From an optimization exercise on the open Yosys and OpenROAD flow, aimed at small area, a short achievable clock period and few clock cycles; shortcuts taken in it are not production practice.
Where RTL was checked, it was by simulation tests only, not by an equivalence proof against the original.

## mem_ctrl_top
module mem_ctrl_top (
    input  logic        clk,
    input  logic        rst,
    output logic        ram_write,
    output logic [31:0] ram_addr,
    output logic [7:0]  ram_wdata,
    input  logic [7:0]  ram_rdata,
    input  logic        fetch_req,
    input  logic [31:0] fetch_pc,
    output logic        fetch_valid,
    output logic [31:0] fetch_inst,
    input  logic        load_req,
    input  logic [2:0]  load_op,
    input  logic [31:0] load_addr,
    output logic        load_valid,
    output logic [31:0] load_value,
    input  logic        commit_valid,
    input  logic [31:0] commit_addr,
    input  logic [31:0] commit_data,
    input  logic [1:0]  commit_size,
    output logic        buffer_full,
    input  logic        rollback
);
Size: ~260 I/O pins.
==> flow/config.mk <==
export PLATFORM = sky130hd
export DESIGN_NAME = mem_ctrl_top
export DESIGN_NICKNAME = mem_ctrl_top
export VERILOG_FILES = /design/flow/design.v
export SDC_FILE = /design/flow/constraint.sdc
export NUM_CORES = 4
export LEC_CHECK = 0
export CAP_MARGIN = 20
export CORE_MARGIN = 2
export CORE_UTILIZATION = 40
export SETUP_SLACK_MARGIN = 2.7
export SLEW_MARGIN = 20
==> flow/constraint.sdc <==
create_clock -name core_clock -period 5.0 [get_ports {clk}]
set_input_delay 1.0000 -clock core_clock [delete_from_list [all_inputs] [get_ports {clk}]]
set_output_delay 1.0000 -clock core_clock [all_outputs]
set_load 0.01 [all_outputs]
standard.sh (not shown) runs the stock make flow with config.mk's settings and CLKGATE_MAP_FILE= SYNTH_SCRIPT=/design/flow/synth_recipe.tcl, a recipe that flattens the netlist after the stock synthesis.
==> flow/flow/run.sh <==
#!/bin/bash
# Standard ORFS layout (the standard.sh) with smaller port buffers and
# larger clock-tree sink clusters without dummy loads.
export BUFFER_PORTS_ARGS="-buffer_cell sky130_fd_sc_hd__buf_2"
export CTS_ARGS="-sink_clustering_enable -repair_clock_nets -sink_clustering_size 25 -sink_clustering_max_diameter 80 -dont_use_dummy_load"
bash standard.sh > standard.log 2>&1
==> next run, changes <==
--- a/flow/design.v
+++ b/flow/design.v
@@ -129,15 +129,15 @@
             hd_addr = hd_addr | ({32{sb_head[i]}} & sb_addr[i]);
             hd_data = hd_data | ({32{sb_head[i]}} & sb_data[i]);
             hd_last = hd_last | ({2{sb_head[i]}} & sb_last[i]);
         end
     end
     logic        st_cont, ld_cont, blk_e;
-    logic        r0, r2, r3, r4, r4q, r5, s_go;
+    logic        r2, r3, r4, r5, s_go;
     logic        adv_wi, adv_wo;
-    logic        hit0, lowmiss, restart, inval, s_rst;
+    logic        hit0, restart, inval, s_rst;
     logic        cap_cmp, cap_cur3;
     logic [31:0] addr_inc;
     assign addr_inc = ram_addr + 32'd1;
     always_comb begin
         st_cont = busy && ram_write;
         ld_cont = busy && !ram_write;
@@ -147,18 +147,15 @@
         r5      = !busy && !r2 && sb_empty && !load_pend && !s_own && sv && !iss[4];
         s_go    = r2 || r5;
         adv_wi  = r2 && iss[3];
         adv_wo  = s_own && iss[4];
         hit0    = sv && !adv_q && (fetch_pc == fa);
         restart = fetch_req && !hit0;
-        lowmiss = !sv || adv_q || (fetch_pc[3:0] != fa[3:0]);
-        r0      = fetch_req && lowmiss && !busy && sb_empty;
-        r4q     = !busy && !r2 && sb_empty && load_pend;
-        r4      = r4q && !r0;
+        r4      = !busy && !r2 && sb_empty && load_pend;
         inval   = commit_valid && !fetch_req && (!s_own || rollback);
-        s_rst   = restart || adv_wi || adv_wo || inval || r3 || r4q;
+        s_rst   = restart || adv_wi || adv_wo || inval || r3 || r4;
         cap_cmp  = ret_v && !ret_ld && cmp_pend && (ret_pid == cmp_pid);
         cap_cur3 = ret_v && !ret_ld && !cap_cmp && (ret_pid == pid) && (ret_lane == 2'd3);
     end
     always_ff @(posedge clk) begin
         if (rst) begin
             sb_head <= SB_N'(1);
@@ -205,13 +202,13 @@
             cmp_pid   <= 2'd0;
             load_pend <= 1'b0;
         end else begin
             adv_q <= adv_wi;
             if (fetch_req) sv <= 1'b1;
             if (s_rst) begin
-                iss  <= r0 ? 5'd2 : 5'd1;
+                iss  <= 5'd1;
                 got4 <= 1'b0;
                 pid  <= pid + 2'd1;
             end else begin
                 if (s_go) iss <= {iss[3:0], 1'b0};
                 got4 <= got4 || cap_cur3;
             end
@@ -239,13 +236,13 @@
         if (rst) begin
             ram_write <= 1'b0;
             bus_rd    <= 1'b0;
             busy      <= 1'b0;
         end else begin
             ram_write <= st_cont || r3;
-            bus_rd    <= ld_cont || r4 || s_go || r0;
+            bus_rd    <= ld_cont || r4 || s_go;
             if (busy)    busy <= (bus_rem != 2'd1);
             else if (r3) busy <= (hd_last != 2'd0);
             else if (r4) busy <= (op_last(load_op_q) != 2'd0);
             else         busy <= 1'b0;
         end
     end
@@ -256,20 +253,15 @@
         end else begin
             ram_wdata <= st_data[7:0];
             st_data   <= {8'd0, st_data[23:8]};
         end
     end
     always_ff @(posedge clk) begin
-        bus_pid <= r0 ? pid + 2'd1 : pid;
+        bus_pid <= pid;
         ram_addr <= addr_inc;
-        if (r0) begin
-            ram_addr  <= fetch_pc;
-            bus_lane  <= 2'd0;
-            bus_rem   <= 2'd0;
-            bus_ld    <= 1'b0;
-        end else if (busy) begin
+        if (busy) begin
             bus_lv    <= bus_lv && !rollback;
             bus_lane  <= bus_lane + 2'd1;
             bus_rem   <= bus_rem - 2'd1;
         end else if (r3) begin
             ram_addr  <= hd_addr;
             bus_rem   <= hd_last;
- The changed run completed without violations
- final cell count went down by 5.0%
- synthesized area went down by 2.0%
- flip-flop and latch count stays the same
- core utilization went down by 0.57 points
- routed wire length went down by 5.9%
- setup slack improves by 0.013 ns
Testbench counts after the change, summed over its fixed seeds: cycles 65,693.
For the first run of this note, only the layout was checked, not whether the RTL still works.


== orange ==
mem_ctrl_top, a different RTL version from the one above (not shown whole).
For scale: roughly 1700 cells after synthesis, about 690 flip-flops, roughly 26000 µm² of cells after synthesis.
export LEC_CHECK = 0
export CAP_MARGIN = 20
export CORE_MARGIN = 2
export CORE_UTILIZATION = 40
export SETUP_SLACK_MARGIN = 2.5
export SLEW_MARGIN = 20
create_clock -name core_clock -period 5.0 [get_ports {clk}]
Scripts as last shown in full above: flow/flow/run.sh
orange: flow completed, timing, DRC and antenna clean
Edits applied to the flow inputs when going from orange to red:
-- flow/design.v --
<<< orange, line 133
    end
    logic        st_cont, ld_cont, blk_e;
    logic        r0, r2, r3, r4, r5, s_go;
    logic        adv_wi, adv_wo;
    logic        hit0, lowmiss, restart, inval, s_rst;
    logic        cap_cmp, cap_cur3;
    logic [31:0] addr_inc;
>>> red, line 133
    end
    logic        st_cont, ld_cont, blk_e;
    logic        r2, r3, r4, r5, s_go;
    logic        adv_wi, adv_wo;
    logic        hit0, restart, inval, s_rst;
    logic        cap_cmp, cap_cur3;
    logic [31:0] addr_inc;
<<< orange, line 151
        hit0    = sv && !adv_q && (fetch_pc == fa);
        restart = fetch_req && !hit0;
        lowmiss = !sv || adv_q || (fetch_pc[3:0] != fa[3:0]);
        r0      = fetch_req && lowmiss && !busy && sb_empty;
        r4      = !busy && !r2 && sb_empty && load_pend && !r0;
        inval   = commit_valid && !fetch_req && (!s_own || rollback);
        s_rst   = restart || adv_wi || adv_wo || inval || r3 || r4;
>>> red, line 151
        hit0    = sv && !adv_q && (fetch_pc == fa);
        restart = fetch_req && !hit0;
        r4      = !busy && !r2 && sb_empty && load_pend;
        inval   = commit_valid && !fetch_req && (!s_own || rollback);
        s_rst   = restart || adv_wi || adv_wo || inval || r3 || r4;
<<< orange, line 208
            if (fetch_req) sv <= 1'b1;
            if (s_rst) begin
                iss  <= r0 ? 5'd2 : 5'd1;
                got4 <= 1'b0;
                pid  <= pid + 2'd1;
>>> red, line 206
            if (fetch_req) sv <= 1'b1;
            if (s_rst) begin
                iss  <= 5'd1;
                got4 <= 1'b0;
                pid  <= pid + 2'd1;
<<< orange, line 242
        end else begin
            ram_write <= st_cont || r3;
            bus_rd    <= ld_cont || r4 || s_go || r0;
            if (busy)    busy <= (bus_rem != 2'd1);
            else if (r3) busy <= (hd_last != 2'd0);
>>> red, line 240
        end else begin
            ram_write <= st_cont || r3;
            bus_rd    <= ld_cont || r4 || s_go;
            if (busy)    busy <= (bus_rem != 2'd1);
            else if (r3) busy <= (hd_last != 2'd0);
<<< orange, line 259
    end
    always_ff @(posedge clk) begin
        bus_pid <= r0 ? pid + 2'd1 : pid;
        ram_addr <= addr_inc;
        if (r0) begin
            ram_addr  <= fetch_pc;
            bus_lane  <= 2'd0;
            bus_rem   <= 2'd0;
            bus_ld    <= 1'b0;
        end else if (busy) begin
            bus_lv    <= bus_lv && !rollback;
            bus_lane  <= bus_lane + 2'd1;
>>> red, line 257
    end
    always_ff @(posedge clk) begin
        bus_pid <= pid;
        ram_addr <= addr_inc;
        if (busy) begin
            bus_lv    <= bus_lv && !rollback;
            bus_lane  <= bus_lane + 2'd1;
### Flow results
- Category of the most critical setup path = reg -> reg: red; category of the most critical setup path = in -> reg: orange
- Diff orange -> red: sequential share of layout area now sits higher, total via count after detailed routing now sits lower, share of the clock period used by the worst path after layout now sits lower, placed instance area now sits lower.
- orange and red ended up with roughly the same CTS clock-pin slew for the worst setup and hold paths.
- Portion of netlist area occupied by mux cells is higher on red
- Wire length on met2 in red vs orange: down 5.2%
- Comparing non-clock buffer count for red and orange, the bigger number came from orange.
- orange vs red, critical path's slowest cell: or3_4 vs or4_4
- Re number of antenna repair diodes: red is 2 down on orange.
Testbench counts of red, summed over its fixed seeds: cycles 65,693.
The RTL of orange was laid out without a check of its function.

## separate check: timing with driven ports
How much do the figures lean on ideal ports? The routed layouts below were timed once more, with nothing changed but the port constraints. Step 1 sets driving cells, clkbuf_16 on the clock port and buf_2 on the other inputs (assumed; they add their load-dependent delay and slew). Step 2, shift: input delay + t, output delay - t, t = (earliest + latest rising clock arrival at the registers) / 2. This alone moves slack from input paths to output paths. a / b / c = ideal ports / drivers / drivers and shift; a / b = the first two.
run	t (ns)	setup slack, ns	hold slack, ns	worst setup path after step 2
the first run of note 1	0.613	2.733 / 2.672 / 2.168	0.332 / 0.332 / 0.332	input to register
the second run of note 1	0.617	2.746 / 2.682 / 2.255	0.327 / 0.327 / 0.327	input to register
orange	0.609	2.533 / 2.524 / 1.935	0.327 / 0.327 / 0.327	input to register
red	0.627	2.552 / 2.489 / 1.982	0.330 / 0.330 / 0.330	input to register
After both steps setup and hold are still met in every run listed. The setup slack of orange, which loses most, moves by -0.009 ns with the drivers and by -0.598 ns with both steps.
